This design comes from an exercise in tuning for small area, a short achievable clock period and few clock cycles per item on the open sky130 flow, not from production work. Function was not checked in any run shown here: the RTL went through the layout flow alone. No activity file was given, so power comes from the tool's default toggle rates.

File: run.sh
#!/bin/bash
# synth_recipe.tcl (not shown) runs the flow's synth.tcl, then flattens the netlist and writes it again
# the make line also repeats each setting of config.mk as NAME=value (left out here)
make -C /OpenROAD-flow-scripts/flow DESIGN_CONFIG=/design/flow/config.mk WORK_HOME=/design/flow/orfs CLKGATE_MAP_FILE= SYNTH_SCRIPT=/design/flow/synth_recipe.tcl finish
File: config.mk
export PLATFORM = sky130hd
export DESIGN_NAME = ordered_unique_list_table
export DESIGN_NICKNAME = ordered_unique_list_table
export VERILOG_FILES = /design/flow/design.v
export SDC_FILE = /design/flow/constraint.sdc
export NUM_CORES = 4
export LEC_CHECK = 0
export CAP_MARGIN = 20
export CORE_MARGIN = 2
export CORE_UTILIZATION = 70
export CTS_CLUSTER_DIAMETER = 80
export CTS_CLUSTER_SIZE = 25
export SETUP_SLACK_MARGIN = 2.2
export SLEW_MARGIN = 20
export SYNTH_HIERARCHICAL = 1
File: constraint.sdc
create_clock -name core_clock -period 4.5 [get_ports {clk}]
set_input_delay 0.9000 -clock core_clock [delete_from_list [all_inputs] [get_ports {clk}]]
set_output_delay 0.9000 -clock core_clock [all_outputs]
set_load 0.01 [all_outputs]
File: design.v
`timescale 1ns / 1ps
package oult_pkg;
  localparam int ValueW = 32;
  localparam int PosW   = 5;
  localparam int CountW = 5;
  typedef enum logic [1:0] {
    CMD_LOOKUP = 2'd0,
    CMD_INSERT = 2'd1,
    CMD_REMOVE = 2'd2,
    CMD_SPARE  = 2'd3
  } cmd_t;
  typedef enum logic [2:0] {
    STAT_OK       = 3'd0,
    STAT_RANGE    = 3'd1,
    STAT_DUP      = 3'd2,
    STAT_NOTFOUND = 3'd3,
    STAT_FULL     = 3'd4
  } status_t;
endpackage
`timescale 1ns / 1ps
module oult_cell (
  input  logic                          clk,
  input  logic                          load,
  input  logic [oult_pkg::ValueW-1:0]   wr_val,
  input  logic [oult_pkg::ValueW-1:0]   key,
  output logic                          eq
);
  logic [oult_pkg::ValueW-1:0] entry_r;
  always_ff @(posedge clk) begin
    if (load) entry_r <= wr_val;
  end
  assign eq = (entry_r == key);
endmodule
module oult_first #(
  parameter int N = 16
) (
  input  logic [N-1:0] x,
  output logic [N-1:0] first
);
  localparam int L = $clog2(N);
  logic [N-1:0] anyset [L+1];
  always_comb begin
    anyset[0] = x;
    for (int l = 1; l <= L; l++) begin
      anyset[l] = '0;
      for (int i = 0; i < (N >> l); i++) anyset[l][i] = anyset[l-1][2*i] | anyset[l-1][2*i+1];
    end
    for (int k = 0; k < N; k++) begin
      logic lower;
      lower = 1'b0;
      for (int l = 0; l < L; l++) begin
        if ((k >> l) % 2 == 1) lower = lower | anyset[l][(k >> l) - 1];
      end
      first[k] = x[k] && !lower;
    end
  end
endmodule
module oult_hits #(
  parameter int N = 16
) (
  input  logic [N-1:0] eq,
  input  logic [N-1:0] valid,
  output logic [N-1:0] hit,
  output logic         present
);
  assign hit     = eq & valid;
  assign present = |hit;
endmodule
module oult_poscheck #(
  parameter int CAPACITY = 16
) (
  input  logic [oult_pkg::PosW-1:0]          pos,
  input  logic [$clog2(CAPACITY + 1)-1:0]    count,
  input  logic                               is_ins,
  input  logic                               do_ins,
  input  logic                               do_rem,
  output logic                               bad,
  output logic                               ins_ok
);
  localparam int CW = $clog2(CAPACITY + 1);
  localparam int PW = oult_pkg::PosW + 1;
  localparam int NC = CAPACITY + 2;    
  logic [NC-1:0] pos_gt;                
  logic [NC-1:0] cnt_is;                
  logic          gt_inc, gt_same, gt_dec;
  logic          full_nxt;
  always_comb begin
    for (int c = 0; c < NC; c++) begin
      pos_gt[c] = PW'(pos) > PW'(c);
      cnt_is[c] = PW'(count) == PW'(c);
    end
  end
  assign gt_same  = |(pos_gt & cnt_is);
  assign gt_inc   = |(pos_gt & {cnt_is[NC-2:0], 1'b0});    
  assign gt_dec   = |(pos_gt & {1'b0, cnt_is[NC-1:1]});    
  assign bad      = do_ins ? gt_inc : do_rem ? gt_dec : gt_same;
  assign full_nxt = do_ins ? cnt_is[CAPACITY-1] : do_rem ? 1'b0 : cnt_is[CAPACITY];
  assign ins_ok   = is_ins && !bad && !full_nxt;
endmodule
`timescale 1ns / 1ps
module ordered_unique_list_table #(
  parameter int CAPACITY = 16
) (
  input  logic        clk,
  input  logic        rst_n,
  input  logic        in_tvalid,
  output logic        in_tready,
  input  logic [39:0] in_tdata,    
  output logic        out_tvalid,
  input  logic        out_tready,
  output logic [15:0] out_tdata    
);
  localparam int CW   = $clog2(CAPACITY + 1);
  localparam int PW   = oult_pkg::PosW + 1;
  localparam int OUTQ = 3;
  localparam int OW   = $clog2(OUTQ + 1);
  localparam int RW   = 4 + oult_pkg::CountW;    
  logic [CAPACITY-1:0] valid_r;
  logic [CW-1:0]       count_r;
  logic                vld2_r;
  logic                ins2_r;      
  logic                bad2_r;      
  logic [CAPACITY-1:0] hit2_r;      
  logic                okv2_r;      
  logic                remv2_r;     
  logic                pres2_r;     
  logic [CAPACITY-1:0] park2_r;     
  logic [CAPACITY-1:0] spare_r;
  logic                no_spare_r;   
  logic                parked2_r;    
  logic [OUTQ-1:0]     qv_r;
  logic [RW-1:0]       qd_r [OUTQ];
  logic [OW-1:0]       outst_r;     
  logic                rdy_r;
  logic                        in_acc;
  logic [1:0]                  in_cmd;
  logic [oult_pkg::PosW-1:0]   in_pos;
  logic [oult_pkg::ValueW-1:0] in_val;
  assign in_tready = rdy_r;
  assign in_acc    = in_tvalid && rdy_r;
  assign in_cmd    = in_tdata[1:0];
  assign in_pos    = in_tdata[6:2];
  assign in_val    = in_tdata[38:7];
  logic                present;
  logic                full;
  logic                do_ins;
  logic                do_rem;
  logic [CAPACITY-1:0] ins_k;
  logic [CAPACITY-1:0] rem_k;
  logic [CW-1:0]       count_nxt;
  logic [2:0]          status;
  assign present = pres2_r;
  assign full    = count_r[CW-1];    
  assign do_ins  = okv2_r && !present;
  assign do_rem  = remv2_r && present;
  assign ins_k   = park2_r & {CAPACITY{do_ins}};
  assign rem_k   = hit2_r;
  assign count_nxt = do_ins ? count_r + CW'(1) : do_rem ? count_r - CW'(1) : count_r;
  always_comb begin
    if (ins2_r) begin
      if (bad2_r)       status = oult_pkg::STAT_RANGE;
      else if (present) status = oult_pkg::STAT_DUP;
      else if (full)    status = oult_pkg::STAT_FULL;
      else              status = oult_pkg::STAT_OK;
    end else begin
      status = present ? oult_pkg::STAT_OK : oult_pkg::STAT_NOTFOUND;
    end
  end
  logic [CAPACITY-1:0] valid_nxt;
  assign valid_nxt = (valid_r & ~rem_k) | ins_k;
  logic                no_spare;
  logic                parked2;
  logic [CAPACITY-1:0] park_nxt;
  assign no_spare = no_spare_r;
  assign parked2  = parked2_r;
  assign park_nxt = spare_r |
                    ({CAPACITY{no_spare}} & (parked2 ? park2_r & {CAPACITY{!do_ins}} : rem_k));
  logic [CAPACITY-1:0] cand;
  logic [CAPACITY-1:0] first_c;
  logic                none_c;
  logic [CAPACITY-1:0] spare_nxt;
  assign cand   = ~valid_r & ~spare_r & ~park2_r;
  assign none_c = ~|cand;
  oult_first #(.N(CAPACITY)) u_first (
    .x     (cand),
    .first (first_c)
  );
  logic [CAPACITY-1:0] fallback;
  assign fallback  = no_spare            ? (parked2 ? rem_k : '0) :
                     (parked2 && !do_ins) ? park2_r : rem_k;
  assign spare_nxt = first_c | (fallback & {CAPACITY{none_c}});
  logic rem_any;
  logic no_spare_nxt;
  logic parked_nxt;
  assign rem_any      = do_rem;
  assign no_spare_nxt = no_spare ? !(parked2 && rem_any) :
                        none_c && !(parked2 && !do_ins) && !rem_any;
  assign parked_nxt   = !no_spare || (parked2 ? !do_ins : rem_any);
  logic [CAPACITY-1:0] eq_k;
  for (genvar k = 0; k < CAPACITY; k++) begin : g_slot
    oult_cell u_cell (
      .clk    (clk),
      .load   (park_nxt[k]),
      .wr_val (in_val),
      .key    (in_val),
      .eq     (eq_k[k])
    );
  end
  logic [CAPACITY-1:0] hit_nxt;
  logic                pres_nxt;
  oult_hits #(.N(CAPACITY)) u_hits (
    .eq      (eq_k),
    .valid   (valid_nxt),
    .hit     (hit_nxt),
    .present (pres_nxt)
  );
  logic bad_nxt, okv_nxt;
  oult_poscheck #(.CAPACITY(CAPACITY)) u_poscheck (
    .pos     (in_pos),
    .count   (count_r),
    .is_ins  (in_acc && in_cmd == oult_pkg::CMD_INSERT),
    .do_ins  (do_ins),
    .do_rem  (do_rem),
    .bad     (bad_nxt),
    .ins_ok  (okv_nxt)
  );
  logic          push;
  logic [RW-1:0] res;
  assign push = vld2_r;
  assign res  = {count_nxt[oult_pkg::CountW-1:0], present, status};
  logic [OUTQ-1:0] qv_pop, qv_hold;
  logic [RW-1:0]   qd_pop [OUTQ];
  logic [RW-1:0]   qd_hold [OUTQ];
  always_comb begin
    for (int i = 0; i < OUTQ; i++) begin
      logic above, below, tgt_p, tgt_h;
      above = (i + 1 < OUTQ) ? qv_r[(i + 1) % OUTQ] : 1'b0;
      below = (i == 0) ? 1'b1 : qv_r[(i + OUTQ - 1) % OUTQ];
      tgt_h      = push && !qv_r[i] && below;
      qv_hold[i] = qv_r[i] || tgt_h;
      qd_hold[i] = tgt_h ? res : qd_r[i];
      tgt_p     = push && qv_r[i] && !above;
      qv_pop[i] = above || tgt_p;
      if (tgt_p)          qd_pop[i] = res;
      else if (i + 1 < OUTQ) qd_pop[i] = qd_r[(i + 1) % OUTQ];
      else                qd_pop[i] = qd_r[i];
    end
  end
  logic [OW-1:0] outst_pop, outst_hold;
  assign outst_pop  = in_acc ? outst_r : outst_r - OW'(1);
  assign outst_hold = in_acc ? outst_r + OW'(1) : outst_r;
  logic pop_sel;
  assign pop_sel = out_tready && qv_r[0];
  always_ff @(posedge clk) begin
    if (!rst_n) begin
      valid_r <= '0;
      count_r <= '0;
      spare_r <= CAPACITY'(1);
      park2_r <= '0;
      no_spare_r <= 1'b0;
      parked2_r  <= 1'b0;
      vld2_r  <= 1'b0;
      okv2_r  <= 1'b0;
      remv2_r <= 1'b0;
      qv_r    <= '0;
      outst_r <= '0;
      rdy_r   <= 1'b1;
    end else begin
      valid_r <= valid_nxt;
      count_r <= count_nxt;
      spare_r <= spare_nxt;
      park2_r <= park_nxt;
      no_spare_r <= no_spare_nxt;
      parked2_r  <= parked_nxt;
      vld2_r  <= in_acc;
      okv2_r  <= okv_nxt;
      remv2_r <= in_acc && in_cmd == oult_pkg::CMD_REMOVE;
      qv_r    <= pop_sel ? qv_pop : qv_hold;
      outst_r <= pop_sel ? outst_pop : outst_hold;
      rdy_r   <= pop_sel ? (outst_pop < OW'(OUTQ)) : (outst_hold < OW'(OUTQ));
    end
  end
  always_ff @(posedge clk) begin
    ins2_r  <= in_cmd == oult_pkg::CMD_INSERT;
    bad2_r  <= bad_nxt;
    hit2_r  <= hit_nxt & {CAPACITY{rst_n && in_acc && in_cmd == oult_pkg::CMD_REMOVE}};
    pres2_r <= pres_nxt;
    for (int i = 0; i < OUTQ; i++) qd_r[i] <= pop_sel ? qd_pop[i] : qd_hold[i];
  end
  assign out_tvalid = qv_r[0];
  assign out_tdata  = {7'd0, qd_r[0]};
endmodule
==> results of run 1 <==
## cells in the final DEF, fill, tap and decap left out, drive strengths merged, types with 28 or more instances in the layout
cell type	synthesis	layout
nand2	30	30
dfxtp	83	83
nor2	30	30
edfxtp	539	539
xor2	514	514
nor3	28	28
nand4	36	36
inv	31	35
nor4	145	145
and2	73	73
buf	33	124
clkbuf	20	50
a21o	31	31
## cell type report
cell class | count | area (sq um)
Sequential cell | 622 | 17900
Clock buffer | 50 | 888
Fill cell | 2164 | 7810
Multi-Input combinational cell | 1137 | 8830
Clock inverter | 6 | 56.3
Inverter | 31 | 119
Tap cell | 511 | 639
Timing Repair Buffer | 145 | 1630
## power by group
| group | leakage [nW] | total [mW] | internal (mW) | switching (mW) |
|---|---|---|---|---|
| Clock | 0.458 | 3.10 | 1.38 | 1.72 |
| Combinational | 4.62 | 0.710 | 0.281 | 0.429 |
| Sequential | 5.57 | 6.36 | 6.33 | 0.0335 |
## through the flow
stage | power (mW) | instances | instance area (sq um)
2_1_floorplan | 6.80 | 1843 | 27000
3_3_place_gp | 7.10 | 2433 | 28300
3_5_place_dp | 7.13 | 2433 | 28300
4_1_cts | 10.2 | 2502 | 30000
5_1_grt | 10.5 | 2502 | 30000
6_report | 10.2 | 2502 | 30000
## per-module statistics from Yosys, one instance, submodules excluded, a selection
module,flip-flops and latches,cells,copies in the design
oult_cell,32,75,16
ordered_unique_list_table,110,444,1
## flip-flops by register name, indices dropped and copies added, names as in the netlist
signal,flops
qv_r,3
okv2_r,1
valid_r,16
bad2_r,1
remv2_r,1
parked2_r,1
vld2_r,1
qd_r,27
no_spare_r,1
outst_r,2
spare_r,16
hit2_r,16
rdy_r,1
ins2_r,1
count_r,5
g_slot.u_cell.entry_r,512
park2_r,16
pres2_r,1
## worst register-to-register path, stage by stage (launching register included)
cell,delay (ps)
dfxtp_4,420
nand2b_4,210
inv_4,180
a22o_1,280
and2_1,180
or4_4,540
or4_4,550
## metal layers
metal,global-route usage,share of wire
met3,0.0304,0.058
met4,0.0804,0.030
met5,0,0
met2,0.468,0.50
met1,0.380,0.41
## timing repair
action,in CTS,in global routing
setup endpoints to repair,273,28
hold buffers,0,0
buffers inserted,12,0
gates cloned,1,0
pin swaps,17,5
resized for setup,192,18
hold endpoints to repair,0,0
## worst paths after layout
path	depth (start not counted)	end	slack, ps
worst max-delay path	11	pres2_r	1890
worst min-delay path	1	vld2_r	510
worst max register to register	6	pres2_r	2010
worst min register to register	1	vld2_r	510
## cell families (layout without fill, tap and decap cells)
group | count (synthesis) | after routing | synth area share
AO/OA/AOI/OAI | 159 | 159 | 0.0447
XOR/XNOR | 519 | 519 | 0.169
adder cells (fa/ha/maj) | 4 | 4 | 0.00172
buffers and inverters | 84 | 232 | 0.0160
flip-flops | 622 | 622 | 0.662
multiplexers | 20 | 20 | 0.00826
other | 1 | 7 | 0.000139
AND/OR/NAND/NOR | 428 | 428 | 0.0986
## cell usage after synthesis (all sizes together), types with 3 or more instances
| library cell | n |
|---|---|
| edfxtp | 539 |
| xor2 | 514 |
| nor4 | 145 |
| dfxtp | 83 |
| and2 | 73 |
| nand4 | 36 |
| buf | 33 |
| a21o | 31 |
| inv | 31 |
| nand2 | 30 |
| nor2 | 30 |
| nor3 | 28 |
| o21ai | 21 |
| clkbuf | 20 |
| mux2 | 18 |
| o22ai | 18 |
| and3 | 17 |
| a22o | 16 |
| a21oi | 15 |
| o221a | 15 |
| or4 | 11 |
| a21boi | 9 |
| nand2b | 8 |
| nand3 | 8 |
| nand3b | 8 |
| nor3b | 6 |
| xnor2 | 5 |
| a211oi | 4 |
| nor2b | 4 |
| nor4b | 4 |
| or2 | 4 |
| or4b | 4 |
| a221oi | 3 |
| a31oi | 3 |
| o211ai | 3 |
| or3b | 3 |
==> flow_metrics.env, run 1 <==
export IMPL_status="complete, no violations"
export IMPL_grt_max_degree=64
export IMPL_yosysUniqueCellTypes=84
export IMPL_wirelength_um=54800
export IMPL_worst_pin_slew_ps=831
export IMPL_finalSetupTns_ps=0
export IMPL_drtPass1Iterations=7
export IMPL_worst_hold_slack_ps=505
export IMPL_p_per_area_nw_per_um2=339
export IMPL_fin_ws_ps=1890
export IMPL_synthArstFlopShare=0
export IMPL_pre_cts_ws_ps=853
export IMPL_cp_end_kind="flip-flop"
export IMPL_synth_top_area_frac=0.600
export IMPL_hp_start="rdy_r"
export IMPL_htree_levels=1
export IMPL_ios=62
export IMPL_required_ps=4970
export IMPL_hold_viol=0
export IMPL_worstPathCellList="buf_8 > buf_12 > buf_12 > buf_4 > xor2_1 > nor4_1 > nand4_1 > nor2_2 > and2_1 > or4_4 > or4_4"
export IMPL_crit_fanout=7
export IMPL_r2r_start="pres2_r"
export IMPL_die_h_um=200
export IMPL_rsz0062_at_grt="true"
export IMPL_die_area_sq_um=40100
export IMPL_worstSetupPathType="input port to flip-flop"
export IMPL_slew_violations=0
export IMPL_crit_start="in_tdata[20]"
export IMPL_leakagePower_nw=10.6
export IMPL_drc=0
export IMPL_path_buf_inv=4
export IMPL_syn_inst=1837
export IMPL_cts_clk_slew_worst_paths_ps=100
export IMPL_maxSlewHeadroom=0.446
export IMPL_finalWeightedCongestion=0.878
export IMPL_grt_pass1_vias=15400
export IMPL_final_core_util=0.794
export IMPL_cts_sinks=622
export IMPL_num_rows=71
export IMPL_crit_arrival_ps=3080
export IMPL_grt_pass1_wl_um=86500
export IMPL_synth_warnings=14
export IMPL_nets=2013
export IMPL_syn2layout_area_growth_pct=11.4
export IMPL_setup_violations=0
export IMPL_ant_nets=0
export IMPL_antenna_cells=0
export IMPL_drive_gt1_frac=0.129
export IMPL_synthFlopType="edfxtp_1"
export IMPL_cts_inserted_buffers=30
export IMPL_slowest_delay_ps=570
export IMPL_hp_class="flip-flop to flip-flop"
export IMPL_ys_seq_elements=622
export IMPL_cts_tree="built"
export IMPL_die_x_um=200
export IMPL_dr_total_vias=15300
export IMPL_peakVddDrop_mv=0.450
export IMPL_post_drt_via_cell_ratio=6.11
export IMPL_syn_area_sq_um=27000
export IMPL_cap_violations=0
export IMPL_insertion_delay_ps=610
export IMPL_grt_overflow_total=0
export IMPL_fin_skew_ps=12.9
export IMPL_drt_iter0_drc=1151
export IMPL_grt_antenna_before_repair=0
export IMPL_cts_buffer_depth=3
export IMPL_core_sq_um=37800
export IMPL_start_util=0.712
export IMPL_crit_family="simple AND/OR/NAND/NOR gates"
export IMPL_cts_root_buf="clkbuf_16"
export IMPL_avgSynthCellArea_sq_um=14.7
export IMPL_io_buffers=53
export IMPL_min_period_over_period=0.580
export IMPL_grtUsageTotal=0.275
export IMPL_startpoint_type="input port"
export IMPL_period_needed_ps=2610
export IMPL_synth_top_area_cell="edfxtp_1"
export IMPL_slowest_stage="or4_4"
export IMPL_synth_yosys_seq_area_share=0.662
export IMPL_hpwl_um=32900
export IMPL_ys_top_cells_by_area="edfxtp_1 60%, xor2_1 17%, dfxtp_1 6.2%"
export IMPL_fmaxAchievable_ghz=0.383
export IMPL_wl_per_cell_um=21.9
export IMPL_synth_edf_count=539
==> run 2, diff against run 1 <==
--- a/design.v
+++ b/design.v
@@ -55,15 +55,4 @@
     end
   end
-endmodule
-module oult_hits #(
-  parameter int N = 16
-) (
-  input  logic [N-1:0] eq,
-  input  logic [N-1:0] valid,
-  output logic [N-1:0] hit,
-  output logic         present
-);
-  assign hit     = eq & valid;
-  assign present = |hit;
 endmodule
 module oult_poscheck #(
@@ -208,11 +197,5 @@
   end
   logic [CAPACITY-1:0] hit_nxt;
-  logic                pres_nxt;
-  oult_hits #(.N(CAPACITY)) u_hits (
-    .eq      (eq_k),
-    .valid   (valid_nxt),
-    .hit     (hit_nxt),
-    .present (pres_nxt)
-  );
+  assign hit_nxt = eq_k & valid_nxt;
   logic bad_nxt, okv_nxt;
   oult_poscheck #(.CAPACITY(CAPACITY)) u_poscheck (
@@ -285,5 +268,5 @@
     bad2_r  <= bad_nxt;
     hit2_r  <= hit_nxt & {CAPACITY{rst_n && in_acc && in_cmd == oult_pkg::CMD_REMOVE}};
-    pres2_r <= pres_nxt;
+    pres2_r <= |hit_nxt;
     for (int i = 0; i < OUTQ; i++) qd_r[i] <= pop_sel ? qd_pop[i] : qd_hold[i];
   end
--- a/config.mk
+++ b/config.mk
@@ -11,5 +11,5 @@
 export CTS_CLUSTER_DIAMETER = 80
 export CTS_CLUSTER_SIZE = 25
-export SETUP_SLACK_MARGIN = 2.2
+export SETUP_SLACK_MARGIN = 2.32
 export SLEW_MARGIN = 20
 export SYNTH_HIERARCHICAL = 1
==> run 2 against run 1 <==
Against the previous run:
- first-iteration DRC count decreased by 4.3%
- synthesized cell count up 4.4%
- largest cell class unchanged
- sequential cell count stayed put
- clock skew up 12 ps
- largest power group unchanged
- hold slack gained 10 ps
==> flow_metrics.env, run 2 <==
export IMPL_status="complete, no violations"
export IMPL_finalWeightedCongestion=0.864
export IMPL_required_ps=5010
export IMPL_ios=62
export IMPL_cts_sinks=622
export IMPL_core_sq_um=38500
export IMPL_synth_warnings=14
export IMPL_ys_top_cells_by_area="edfxtp_1 60%, xor2_1 17%, dfxtp_1 6.1%"
export IMPL_dr_total_vias=15600
export IMPL_r2r_end="okv2_r"
export IMPL_die_h_um=201
export IMPL_drive_gt1_frac=0.119
export IMPL_io_buffers=53
export IMPL_syn_area_sq_um=27200
export IMPL_cts_tree="built"
export IMPL_yosysUniqueCellTypes=82
export IMPL_insertion_delay_ps=610
export IMPL_final_area_sq_um=30100
export IMPL_synth_yosys_seq_area_share=0.657
export IMPL_wirelength_um=56800
export IMPL_nFillCells=2229
export IMPL_ys_seq_elements=622
export IMPL_nets=2065
export IMPL_synth_top_area_cell="edfxtp_1"
export IMPL_post_drt_via_cell_ratio=6.10
export IMPL_final_core_util=0.782
export IMPL_syn_inst=1918
export IMPL_regMostFlops="g_slot.u_cell.entry_r"
export IMPL_period_needed_ps=2190
export IMPL_peakVddDrop_mv=0.369
export IMPL_numPlacedInstances=2489
export IMPL_cts_clk_slew_worst_paths_ps=100
export IMPL_fmaxAchievable_ghz=0.456
export IMPL_maxSlewHeadroom=0.376
export IMPL_synthArstFlopShare=0
export IMPL_synth_top_area_frac=0.596
export IMPL_cap_violations=0
export IMPL_synthFlopType="edfxtp_1"
export IMPL_die_area_sq_um=40400
export IMPL_multi_input_area_sq_um=8960
export IMPL_crit_fanout=13
export IMPL_regArea_sq_um=17900
export IMPL_start_util=0.706
export IMPL_p_per_area_nw_per_um2=338
export IMPL_avgSynthCellArea_sq_um=14.2
export IMPL_synth_edf_count=539
export IMPL_reg2regPathDepth=8
export IMPL_fin_cells=2561
export IMPL_die_x_um=201
export IMPL_r2r_slack_ps=2310
export IMPL_syn2layout_area_growth_pct=10.8
export IMPL_crit_arrival_ps=2700
export IMPL_layout_commonest_cell="edfxtp_1"
export IMPL_finalSetupTns_ps=0
export IMPL_grt_overflow_total=0
export IMPL_cts_root_buf="clkbuf_16"
export IMPL_cts_inserted_buffers=30
export IMPL_drtPass1Iterations=5
export IMPL_whs_endpoint="qv_r[2]"
export IMPL_hold_depth=2
export IMPL_grt_antenna_before_repair=0
export IMPL_dpl_cell_area_sq_um=28300
export IMPL_hold_viol=0
export IMPL_ctsHoldBuffers=0
export IMPL_worst_pin_slew_ps=936
export IMPL_rsz0062_at_grt="true"
export IMPL_r2r_start="count_r[0]"
export IMPL_antenna_cells=0
export IMPL_worst_hold_slack_ps=515
export IMPL_cp_end_kind="flip-flop"
export IMPL_slew_violations=0
export IMPL_hp_class="flip-flop to flip-flop"
export IMPL_grt_pass1_wl_um=87400
export IMPL_final_cell_mix="539 x edfxtp_1, 513 x xor2_1, 132 x nor4_1"
export IMPL_cts_buffer_depth=3
export IMPL_drc=0
export IMPL_ant_nets=0
export IMPL_leakagePower_nw=10.3
export IMPL_hpwl_um=32500
export IMPL_drt_iter0_drc=1102
export IMPL_startpoint_type="flip-flop"
export IMPL_worstSetupPathType="flip-flop to flip-flop"
export IMPL_synth_commonest_cells="539 x edfxtp_1, 515 x xor2_1, 139 x nor4_1, 83 x dfxtp_1, 79 x nor2_1"
export IMPL_grt_max_degree=52
export IMPL_fin_skew_ps=25.0
export IMPL_num_rows=72
export IMPL_top_regs="g_slot.u_cell.entry_r x512, qd_r x27"
export IMPL_htree_levels=1
export IMPL_wl_per_cell_um=22.2
export IMPL_grtUsageTotal=0.279
export IMPL_largest_reg_flops=512
export IMPL_synthMostInstantiatedCell="edfxtp_1"
export IMPL_hp_start="vld2_r"
export IMPL_setup_violations=0
export IMPL_min_period_over_period=0.487
export IMPL_grt_pass1_vias=15500
## run 2: kinds of logic (layout without fill, tap and decap cells)
group / after synthesis / after routing / share of synthesized area
multiplexers: 20 / 20 / 0.00820
AND/OR/NAND/NOR: 457 / 457 / 0.0996
AO/OA/AOI/OAI: 176 / 176 / 0.0454
XOR/XNOR: 519 / 519 / 0.167
flip-flops: 622 / 622 / 0.657
buffers and inverters: 119 / 238 / 0.0202
other: 1 / 7 / 0.000138
adder cells (fa/ha/maj): 4 / 4 / 0.00170
## run 2: metrics by stage
stage	total power [mW]	setup slack (ps)
after detailed placement	7.12	970
final	10.2	2310
after global routing	10.5	2240
after global placement	7.10	921
after floorplan	6.80	2030
after CTS	10.2	2320
## run 2: how the worst max path moves through the flow
stage                      startpoint           end  depth (start not counted)
after floorplan           in_tdata[3]        okv2_r                          8
after detailed placement  in_tdata[4]        okv2_r                          8
after global placement    in_tdata[4]        okv2_r                          8
after global routing       count_r[0]        okv2_r                          8
final                      count_r[0]        okv2_r                          8
after CTS                  qd_r[0][3]  out_tdata[3]                          1
## run 2: final cells by class
class                      instances  area share
sequential                       622       0.594
multi-input combinational       1183       0.298
timing repair buffer             119      0.0477
clock buffer                      49      0.0294
tap                              518      0.0215
inverter                          63     0.00802
clock inverter                     7     0.00195
## run 2: critical path: stages, from the launching register on
cell      delay, ps
dfxtp_4         370
buf_12          140
nor3b_4         230
or3b_4          420
a221oi_4        310
nor4_2           90
o311a_1         150
o31a_1          240
and2_1          150
## run 2: where the power goes
| group | internal (mW) | switching (mW) |
|---|---|---|
| combinational | 0.257 | 0.443 |
| sequential | 6.33 | 0.0328 |
| clock | 1.38 | 1.73 |
| total | 7.96 | 2.21 |
## run 2: modules after synthesis (local to each module, per instance), excerpt
module | cells inside | times used | area, sq um
ordered_unique_list_table | 546 | 1 | 5070
oult_cell | 75 | 16 | 1310
## run 2: metal layers
metal / GRT usage / vias to the layer above / routed length [um]
met2: 0.470 / 507 / 28000
li1: - / 7265 / -
met4: 0.0854 / 0 / 1400
met3: 0.0256 / 81 / 3190
met5: 0 / - / 0
met1: 0.394 / 7770 / 24100
## run 2: what timing repair did
action	4_1_cts	5_1_grt
resized for setup	161	63
setup endpoints to repair	592	71
gates cloned	9	1
buffers inserted	4	2
pin swaps	8	6

==> static timing again, ports no longer ideal <==
The results above use ideal ports. As a check the final layouts listed here were re-extracted and re-timed, cells and wires unchanged. Step 1: set_driving_cell puts a clkbuf_16 on clk and a buf_2 on each other input, an assumption about the parent block. Step 2 adds t to the input delays and takes it off the output delays; t is the mean of the earliest and latest rising clock arrival at the registers after step 1. Input paths then give back, and output paths get back, about the clock's delay inside the block. Slacks: no drivers / after step 1 / after step 2; pairs: no drivers / after step 1.
| run | t (ns) | slack for setup (ns) | worst setup path after step 2 | worst register clock-pin slew, ns |
|---|---|---|---|---|
| run 1 | 0.657 | 1.888 / 1.903 / 1.246 | input to register | 0.10 / 0.10 |
| run 2 | 0.653 | 2.309 / 2.309 / 1.700 | input to register | 0.10 / 0.10 |
After both steps setup and hold are still met in every run listed. The setup slack of run 1, which loses most, moves by +0.015 ns with the drivers and by -0.642 ns with both steps.
